This design comes from an exercise in tuning for small area, a short achievable clock period and few clock cycles per item on the open sky130 flow, not from production work. The RTL was checked by simulation tests, not by an equivalence proof against the original design. Power figures rest on the tool's default switching activity, not on a simulated workload.

==> flow/design.v <==
`timescale 1ns/1ps
package axil_pkg;
  localparam int unsigned AddrWidth = 32;
  localparam int unsigned DataWidth = 32;
  localparam int unsigned StrbWidth = DataWidth / 8;
  typedef logic [AddrWidth-1:0] addr_t;
  typedef logic [DataWidth-1:0] data_t;
  typedef logic [StrbWidth-1:0] strb_t;
  typedef enum logic [1:0] {
    OKAY   = 2'b00,
    SLVERR = 2'b10,
    DECERR = 2'b11
  } resp_e;
  typedef enum logic [2:0] {
    IDLE,
    RD_ACCESS,
    RD_RESP,
    WR_ACCESS,
    WR_RESP
  } slave_state_e;
endpackage
`timescale 1ns/1ps
package soc_map_pkg;
  localparam logic [3:0] TagRom  = 4'h1;
  localparam logic [3:0] TagExit = 4'h2;
  localparam logic [3:0] TagRam  = 4'h8;
  localparam int unsigned RomWords      = 16;
  localparam int unsigned RamWords      = 256;
  localparam int unsigned RamIndexWidth = $clog2(RamWords);
  localparam logic [15:0] RomMarker = 16'hB007;  
  localparam int unsigned DebugHoldCycles = 24;
  localparam int unsigned HoldCntWidth    = $clog2(DebugHoldCycles + 1);
  typedef struct packed {
    logic [3:0]  tag;
    logic [27:0] offset;
  } region_view_t;
  typedef struct packed {
    logic [29-RamIndexWidth:0]  upper;
    logic [RamIndexWidth-1:0]   index;  
    logic [1:0]                 lane;   
  } word_view_t;
  typedef union packed {
    region_view_t region;
    word_view_t   word;
  } addr_word_u;
endpackage
`timescale 1ns/1ps
module ram_store (
  input  logic                                  clk_i,
  input  logic                                  req_i,
  input  logic                                  we_i,
  input  logic [soc_map_pkg::RamIndexWidth-1:0] index_i,
  input  axil_pkg::data_t                       wdata_i,
  input  axil_pkg::strb_t                       strb_i,
  output axil_pkg::data_t                       rdata_o
);
  axil_pkg::data_t words_q [soc_map_pkg::RamWords];
  axil_pkg::data_t rdata_q;
  always_ff @(posedge clk_i) begin
    if (req_i) begin
      rdata_q <= words_q[index_i];
      if (we_i) begin
        for (int i = 0; i < axil_pkg::StrbWidth; i++) begin
          if (strb_i[i]) begin
            words_q[index_i][8*i +: 8] <= wdata_i[8*i +: 8];  
          end
        end
      end
    end
  end
  assign rdata_o = rdata_q;
endmodule
`timescale 1ns/1ps
module debug_holdoff (
  input  logic clk_i,
  input  logic rst_ni,
  input  logic debug_req_i,
  input  logic debug_en_i,
  output logic debug_req_o
);
  logic [soc_map_pkg::HoldCntWidth-1:0] cnt_d;
  logic [soc_map_pkg::HoldCntWidth-1:0] cnt_q;
  assign cnt_d = (cnt_q != '0) ? cnt_q - 1'b1 : '0;
  always_ff @(posedge clk_i or negedge rst_ni) begin
    if (!rst_ni) begin
      cnt_q <= soc_map_pkg::HoldCntWidth'(soc_map_pkg::DebugHoldCycles);
    end else begin
      cnt_q <= cnt_d;
    end
  end
  assign debug_req_o = (cnt_q == '0) && debug_en_i && debug_req_i;
endmodule
`timescale 1ns/1ps
module region_router (
  input  logic                                 clk_i,
  input  logic                                 rst_ni,
  input  logic                                 mem_req_i,
  input  logic                                 mem_we_i,
  input  soc_map_pkg::addr_word_u              mem_addr_i,
  input  axil_pkg::data_t                      mem_wdata_i,
  input  axil_pkg::strb_t                      mem_strb_i,
  output axil_pkg::data_t                      mem_rdata_o,
  output axil_pkg::resp_e                      mem_resp_o,
  output logic                                 ram_req_o,
  output logic                                 ram_we_o,
  output logic [soc_map_pkg::RamIndexWidth-1:0] ram_index_o,
  output axil_pkg::data_t                      ram_wdata_o,
  output axil_pkg::strb_t                      ram_strb_o,
  input  axil_pkg::data_t                      ram_rdata_i,
  output axil_pkg::data_t                      exit_o
);
  logic            hit_rom;
  logic            hit_ram;
  logic            hit_exit;
  axil_pkg::resp_e resp_d;
  axil_pkg::resp_e resp_q;
  axil_pkg::data_t rdata_d;
  axil_pkg::data_t rdata_q;
  axil_pkg::data_t exit_q;
  logic            ram_rd_q;  
  assign hit_rom  = (mem_addr_i.region.tag == soc_map_pkg::TagRom) &&
                    (mem_addr_i.region.offset < 28'(soc_map_pkg::RomWords * 4));
  assign hit_ram  = (mem_addr_i.region.tag == soc_map_pkg::TagRam) &&
                    (mem_addr_i.region.offset < 28'(soc_map_pkg::RamWords * 4));
  assign hit_exit = (mem_addr_i.region.tag == soc_map_pkg::TagExit) &&
                    (mem_addr_i.region.offset == '0);
  always_comb begin
    resp_d  = axil_pkg::DECERR;  
    rdata_d = '0;
    if (hit_rom) begin
      if (mem_we_i) begin
        resp_d = axil_pkg::SLVERR;
      end else begin
        resp_d  = axil_pkg::OKAY;
        rdata_d = {soc_map_pkg::RomMarker, 8'h00, mem_addr_i.word.index};
      end
    end else if (hit_ram) begin
      resp_d = axil_pkg::OKAY;
    end else if (hit_exit) begin
      resp_d  = axil_pkg::OKAY;
      rdata_d = exit_q;
    end
  end
  assign ram_req_o   = mem_req_i && hit_ram;
  assign ram_we_o    = mem_we_i;
  assign ram_index_o = mem_addr_i.word.index;
  assign ram_wdata_o = mem_wdata_i;
  assign ram_strb_o  = mem_strb_i;
  always_ff @(posedge clk_i or negedge rst_ni) begin
    if (!rst_ni) begin
      ram_rd_q <= 1'b0;
      resp_q   <= axil_pkg::OKAY;
      exit_q   <= '0;
    end else if (mem_req_i) begin
      ram_rd_q <= hit_ram && !mem_we_i;
      resp_q   <= resp_d;
      if (hit_exit && mem_we_i) begin
        exit_q <= mem_wdata_i;
      end
    end
  end
  always_ff @(posedge clk_i) begin
    if (mem_req_i) begin
      rdata_q <= rdata_d;
    end
  end
  assign mem_rdata_o = ram_rd_q ? ram_rdata_i : rdata_q;
  assign mem_resp_o  = resp_q;
  assign exit_o    = exit_q;
endmodule
`timescale 1ns/1ps
module axil_slave_fsm (
  input  logic            clk_i,
  input  logic            rst_ni,
  input  logic            awvalid_i,
  output logic            awready_o,
  input  axil_pkg::addr_t awaddr_i,
  input  logic            wvalid_i,
  output logic            wready_o,
  input  axil_pkg::data_t wdata_i,
  input  axil_pkg::strb_t wstrb_i,
  output logic            bvalid_o,
  input  logic            bready_i,
  output axil_pkg::resp_e bresp_o,
  input  logic            arvalid_i,
  output logic            arready_o,
  input  axil_pkg::addr_t araddr_i,
  output logic            rvalid_o,
  input  logic            rready_i,
  output axil_pkg::data_t rdata_o,
  output axil_pkg::resp_e rresp_o,
  output logic                    mem_req_o,
  output logic                    mem_we_o,
  output soc_map_pkg::addr_word_u mem_addr_o,
  output axil_pkg::data_t         mem_wdata_o,
  output axil_pkg::strb_t         mem_strb_o,
  input  axil_pkg::data_t         mem_rdata_i,
  input  axil_pkg::resp_e         mem_resp_i
);
  axil_pkg::slave_state_e state_d;
  axil_pkg::slave_state_e state_q;
  axil_pkg::addr_t        addr_q;
  axil_pkg::data_t        wdata_q;
  axil_pkg::strb_t        strb_q;
  axil_pkg::data_t        rdata_q;
  axil_pkg::resp_e        resp_q;
  axil_pkg::resp_e        resp_sel;
  logic                   ack_q;   
  logic                   aw_hs;
  assign arready_o = (state_q == axil_pkg::IDLE) && arvalid_i;
  assign aw_hs     = (state_q == axil_pkg::IDLE) && !arvalid_i && awvalid_i && wvalid_i;
  assign awready_o = aw_hs;
  assign wready_o  = aw_hs;  
  always_comb begin
    state_d = state_q;
    case (state_q)
      axil_pkg::IDLE: begin
        if (arready_o) begin
          state_d = axil_pkg::RD_ACCESS;
        end else if (aw_hs) begin
          state_d = axil_pkg::WR_ACCESS;
        end
      end
      axil_pkg::RD_ACCESS: state_d = axil_pkg::RD_RESP;
      axil_pkg::WR_ACCESS: state_d = axil_pkg::WR_RESP;
      axil_pkg::RD_RESP:   if (rready_i) state_d = axil_pkg::IDLE;
      axil_pkg::WR_RESP:   if (bready_i) state_d = axil_pkg::IDLE;
      default:             state_d = axil_pkg::IDLE;
    endcase
  end
  always_ff @(posedge clk_i or negedge rst_ni) begin
    if (!rst_ni) begin
      state_q <= axil_pkg::IDLE;
      ack_q   <= 1'b0;
    end else begin
      state_q <= state_d;
      ack_q   <= mem_req_o;
    end
  end
  always_ff @(posedge clk_i) begin
    if (arready_o) begin
      addr_q <= araddr_i;
    end else if (aw_hs) begin
      addr_q  <= awaddr_i;
      wdata_q <= wdata_i;
      strb_q  <= wstrb_i;
    end
    if (ack_q) begin
      rdata_q <= mem_rdata_i;
      resp_q  <= mem_resp_i;
    end
  end
  assign mem_req_o   = (state_q == axil_pkg::RD_ACCESS) || (state_q == axil_pkg::WR_ACCESS);
  assign mem_we_o    = (state_q == axil_pkg::WR_ACCESS);
  assign mem_addr_o  = addr_q;
  assign mem_wdata_o = wdata_q;
  assign mem_strb_o  = strb_q;
  assign resp_sel = ack_q ? mem_resp_i : resp_q;  
  assign rdata_o  = ack_q ? mem_rdata_i : rdata_q;
  assign rresp_o  = resp_sel;
  assign bresp_o  = resp_sel;
  assign rvalid_o = (state_q == axil_pkg::RD_RESP);
  assign bvalid_o = (state_q == axil_pkg::WR_RESP);
endmodule
`timescale 1ns/1ps
module soc_mem_top (
  input  logic            clk_i,
  input  logic            rst_ni,
  input  logic            awvalid_i,
  output logic            awready_o,
  input  axil_pkg::addr_t awaddr_i,
  input  logic            wvalid_i,
  output logic            wready_o,
  input  axil_pkg::data_t wdata_i,
  input  axil_pkg::strb_t wstrb_i,
  output logic            bvalid_o,
  input  logic            bready_i,
  output axil_pkg::resp_e bresp_o,
  input  logic            arvalid_i,
  output logic            arready_o,
  input  axil_pkg::addr_t araddr_i,
  output logic            rvalid_o,
  input  logic            rready_i,
  output axil_pkg::data_t rdata_o,
  output axil_pkg::resp_e rresp_o,
  input  logic            debug_req_i,
  input  logic            debug_en_i,
  output logic            debug_req_o,
  output axil_pkg::data_t exit_o
);
  logic                                  ram_req;
  logic                                  ram_we;
  logic [soc_map_pkg::RamIndexWidth-1:0] ram_index;
  axil_pkg::data_t                       ram_wdata;
  axil_pkg::strb_t                       ram_strb;
  axil_pkg::data_t                       ram_rdata;
  logic                    mem_req;
  logic                    mem_we;
  soc_map_pkg::addr_word_u mem_addr;
  axil_pkg::data_t         mem_wdata;
  axil_pkg::strb_t         mem_strb;
  axil_pkg::data_t         mem_rdata;
  axil_pkg::resp_e         mem_resp;
  axil_slave_fsm i_axil_slave_fsm (
    .clk_i     ( clk_i     ),
    .rst_ni    ( rst_ni    ),
    .awvalid_i ( awvalid_i ),
    .awready_o ( awready_o ),
    .awaddr_i  ( awaddr_i  ),
    .wvalid_i  ( wvalid_i  ),
    .wready_o  ( wready_o  ),
    .wdata_i   ( wdata_i   ),
    .wstrb_i   ( wstrb_i   ),
    .bvalid_o  ( bvalid_o  ),
    .bready_i  ( bready_i  ),
    .bresp_o   ( bresp_o   ),
    .arvalid_i ( arvalid_i ),
    .arready_o ( arready_o ),
    .araddr_i  ( araddr_i  ),
    .rvalid_o  ( rvalid_o  ),
    .rready_i  ( rready_i  ),
    .rdata_o   ( rdata_o   ),
    .rresp_o   ( rresp_o   ),
    .mem_req_o   ( mem_req   ),
    .mem_we_o    ( mem_we    ),
    .mem_addr_o  ( mem_addr  ),
    .mem_wdata_o ( mem_wdata ),
    .mem_strb_o  ( mem_strb  ),
    .mem_rdata_i ( mem_rdata ),
    .mem_resp_i  ( mem_resp  )
  );
  region_router i_region_router (
    .clk_i       ( clk_i     ),
    .rst_ni      ( rst_ni    ),
    .mem_req_i   ( mem_req   ),
    .mem_we_i    ( mem_we    ),
    .mem_addr_i  ( mem_addr  ),
    .mem_wdata_i ( mem_wdata ),
    .mem_strb_i  ( mem_strb  ),
    .mem_rdata_o ( mem_rdata ),
    .mem_resp_o  ( mem_resp  ),
    .ram_req_o   ( ram_req   ),
    .ram_we_o    ( ram_we    ),
    .ram_index_o ( ram_index ),
    .ram_wdata_o ( ram_wdata ),
    .ram_strb_o  ( ram_strb  ),
    .ram_rdata_i ( ram_rdata ),
    .exit_o      ( exit_o    )
  );
  ram_store i_ram_store (
    .clk_i   ( clk_i     ),
    .req_i   ( ram_req   ),
    .we_i    ( ram_we    ),
    .index_i ( ram_index ),
    .wdata_i ( ram_wdata ),
    .strb_i  ( ram_strb  ),
    .rdata_o ( ram_rdata )
  );
  debug_holdoff i_debug_holdoff (
    .clk_i       ( clk_i       ),
    .rst_ni      ( rst_ni      ),
    .debug_req_i ( debug_req_i ),
    .debug_en_i  ( debug_en_i  ),
    .debug_req_o ( debug_req_o )
  );
endmodule
==> flow/run.sh <==
#!/bin/bash
# synth_recipe.tcl (not shown) runs the flow's synth.tcl, then flattens the netlist and writes it again
# the make line also repeats each setting of config.mk as NAME=value (left out here)
make -C /OpenROAD-flow-scripts/flow DESIGN_CONFIG=/design/flow/config.mk WORK_HOME=/design/flow/orfs CLKGATE_MAP_FILE= SYNTH_SCRIPT=/design/flow/synth_recipe.tcl finish
==> flow/config.mk <==
export PLATFORM = sky130hd
export DESIGN_NAME = soc_mem_top
export DESIGN_NICKNAME = soc_mem_top
export VERILOG_FILES = /design/flow/design.v
export SDC_FILE = /design/flow/constraint.sdc
export NUM_CORES = 8
export LEC_CHECK = 0
export CAP_MARGIN = 20
export CORE_MARGIN = 2
export CORE_UTILIZATION = 45
export PLACE_DENSITY = 0.6
export SLEW_MARGIN = 20
export SYNTH_MEMORY_MAX_BITS = 16384
==> flow/constraint.sdc <==
create_clock -name core_clock -period 6.0 [get_ports {clk_i}]
set_input_delay 1.2000 -clock core_clock [delete_from_list [all_inputs] [get_ports {clk_i}]]
set_output_delay 1.2000 -clock core_clock [all_outputs]
set_load 0.01 [all_outputs]
==> summary.txt <==
per-stage QoR:
step	instances	hold WS, ns
6_report	25700	0.454
5_1_grt	25600	0.463
4_1_cts	25600	0.377
3_5_place_dp	24100	0.453
3_3_place_gp	24000	0.446
2_1_floorplan	14700	0.427
synth_stat cells, drive strengths merged, types with 11 or more instances:
master	count	area, um2
a21oi	544	2720
a22oi	1024	7690
and2	26	163
buf	356	2100
clkbuf	575	2160
dfrtp	42	1050
dfxtp	34	681
edfxtp	8324	250000
mux2	66	743
mux2i	32	320
mux4	2048	46100
nand2	280	1050
nand4	36	225
nor2	1092	4100
nor4	11	114
o41ai	128	1120
how the worst max path moves through the flow:
stage                                from                          to  slack, ns  cells past startpoint
6_report         i_region_router.ram_rd_q                  rdata_o[5]       0.92                      3
5_1_grt        i_axil_slave_fsm.addr_q[2]      i_ram_store.rdata_q[0]       0.85                     10
4_1_cts          i_region_router.ram_rd_q                  rdata_o[5]       0.98                      3
3_5_place_dp   i_axil_slave_fsm.addr_q[2]     i_ram_store.rdata_q[22]       0.96                      9
3_3_place_gp   i_axil_slave_fsm.addr_q[2]     i_ram_store.rdata_q[22]       0.03                      8
2_1_floorplan                   arvalid_i  i_axil_slave_fsm.strb_q[0]       0.65                      2
area by class of cell:
type / count / area [um2] / area share [%]
sequential: 8402 / 252000 / 68.9
multi-input combinational: 5336 / 66100 / 18.1
clock buffer: 1015 / 21800 / 5.96
tap: 9516 / 11900 / 3.26
timing repair buffer: 808 / 8440 / 2.31
clock inverter: 509 / 5200 / 1.42
antenna: 61 / 153 / 0.0418
inverter: 4 / 17.5 / 0.00479
logic make-up after synthesis:
family	count (synthesis)	share of synthesized area [%]
flops	8402	78.5
compound gates	1706	3.62
fa+ha+maj	1	0.00390
simple gates	1481	1.83
buf+inv	935	1.33
xor+xnor	2	0.00546
mux	2146	14.7
report_power, final:
| group | internal, uW | leakage, uW | switching [uW] |
|---|---|---|---|
| combinational | 10800 | 0.0220 | 16800 |
| sequential | 65100 | 0.0757 | 282 |
| clock | 29200 | 0.0131 | 22500 |
| total | 105000 | 0.111 | 39600 |
flip-flops by register name (all words and copies together) (netlist names), 2 cells and up:
register and count:
i_ram_store.words_q 8192, i_axil_slave_fsm.addr_q 32, i_axil_slave_fsm.rdata_q 32, i_axil_slave_fsm.wdata_q 32
i_ram_store.rdata_q 32, i_region_router.exit_q 32, i_region_router.rdata_q 32, i_debug_holdoff.cnt_q 5
i_axil_slave_fsm.strb_q 4, i_axil_slave_fsm.state_q 3, i_axil_slave_fsm.resp_q 2, i_region_router.resp_q 2
metal layers:
layer | track usage [%] | vias up
met5 | 0.112 | -
met4 | 9.14 | 40
met3 | 5.52 | 1322
met2 | 39.1 | 8585
met1 | 35.6 | 86000
li1 | - | 63500
repair_timing:
action                    in CTS  in global routing
hold endpoints to repair      11                  0
gates resized for setup        0                  0
hold buffers                   1                  0
==> summary.txt <==
status: finished clean
met3 routed WL: 93.1 mm
register area share after synthesis: 78.5%
Slew headroom: 14.0%
post-CTS setup buffer count: 0
Routed WL per cell: 36.0 um
worst-margin pin slew: 1.25 ns
Final Hold Violating Endpoints: 0
WL final: 924 mm
worst r2r dst: i_ram_store.rdata_q[22]
DIE WIDTH: 848 um
pin count of the biggest net entering global routing: 138
P_leak: 0.111 uW
metal1 wirelength: 358 mm
GRT Resource Usage Total: 25.2%
clock root cell: clkbuf_16
pwr dens: 396 mW/mm2
post-layout min period: 5.08 ns
layout net count: 15,500
fmax: 197 MHz
Seq cells post-synth: 8,402
DP Worst Slack: 0.962 ns
Die H: 848 um
hpwl dp: 590 mm
CTS tree: built
I/O pin count: 183
met2 WL: 434 mm
layout cells sized above 1: 25.3%
unrepaired setup endpoints after global routing: no
skew final: 0.137 ns
R2R Setup Slk: 0.98 ns
die area: 0.719 mm2
EDFF count, synth: 8,324
fin crit share: 84.7%
final setup fails: 0
max layer used: met5
fin area: 0.365 mm2
commonest non-fill, non-tap cell in the layout: edfxtp_1
peak supply drop: 380 uV
Final Power: 145,000 uW
remaining antenna violation count: 0
Clk pin slew, worst setup/hold paths: 0.06 ns
worst r2r path cells: 9
CP cell instances: mux2i_1 -> a21oi_1 -> clkdlybuf4s50_1
peak fanout along the critical path: 17
DRC: 0
Syn Std Cell Area: 0.321 mm2
CTS buffer count: 833
reg2reg start: i_axil_slave_fsm.addr_q[3]
Worst EP arrival: 3.88 ns
Critical Path Source Type: register
vias in the first global route: 158,000
WP data required: 4.80 ns
most frequent cells in the layout: edfxtp_1 (8,324), mux4_2 (2,048), nor2_1 (1,059)
TNS Setup: 0 ns
cells after synthesis: 14,700
initial drt markers: 23,300
clock sink count: 8,402
Initial Utilization: 45.1%
port buffer count: 182
Ys Warns: 4
final setup margin: 0.917 ns
Top Family by Delay on Critical Path: multiplexers
H-tree depth: 6
total grt overflow: 0
Clock Tree Buf Depth: 4
DR vias: 159,000
Max stage delay cell, worst path: mux2i_1
Pre-Repair DR Iteration Count: 9
Post-synth top flop: edfxtp_1
Crit Path Category: register to primary output
Mapped Nets: 14,800
Core ar.: 0.711 mm2
FP Rows: 310
CP endpoint kind: primary output
max cap viols: 0
Placed Area: 0.338 mm2
Vias/cell: 6.22
slowest stage delay, CP: 1.09 ns
Core Util, Final: 51.4%
ys async rst share: 0.524%
worst-skew pair later-pin latency: 1.18 ns
syn avg cell area: 21.9 um2
routability-driven placement congestion ratio: 0.857
Buffers & Inverters on Critical Path: 1
Yosys cell types: 42
Max Slew Vio Count: 0
first-pass GRT wire length: 1280 mm
P&R area growth vs syn: 13.9%
initial antenna violation count: 70
Hold Crit Class: primary input to async pin
# fillers: 55,500
Testbench counts, summed over its fixed seeds: cycles 72,000, items 24,000.

[what the ideal ports hide]
Ports are ideal in the flow. The routed layout listed here was re-timed in OpenROAD. Step 1, drivers: a clkbuf_16 drives clk_i and a buf_2 each remaining input, both assumed. Step 2 adds t to the input delays and takes it off the output delays; t is the mean of the earliest and latest rising clock arrival at the registers after step 1. Input paths then give back, and output paths get back, about the clock's delay inside the block. Slacks: ideal / step 1 / step 2; pairs: ideal / step 1.
t (ns): 1.263
setup WS [ns]: 0.917 / 0.769 / 0.976
pins driven straight from the clock port: 1
After both steps this run still meets setup and hold. The setup slack of this run moves by -0.148 ns with the drivers and by +0.059 ns with both steps.
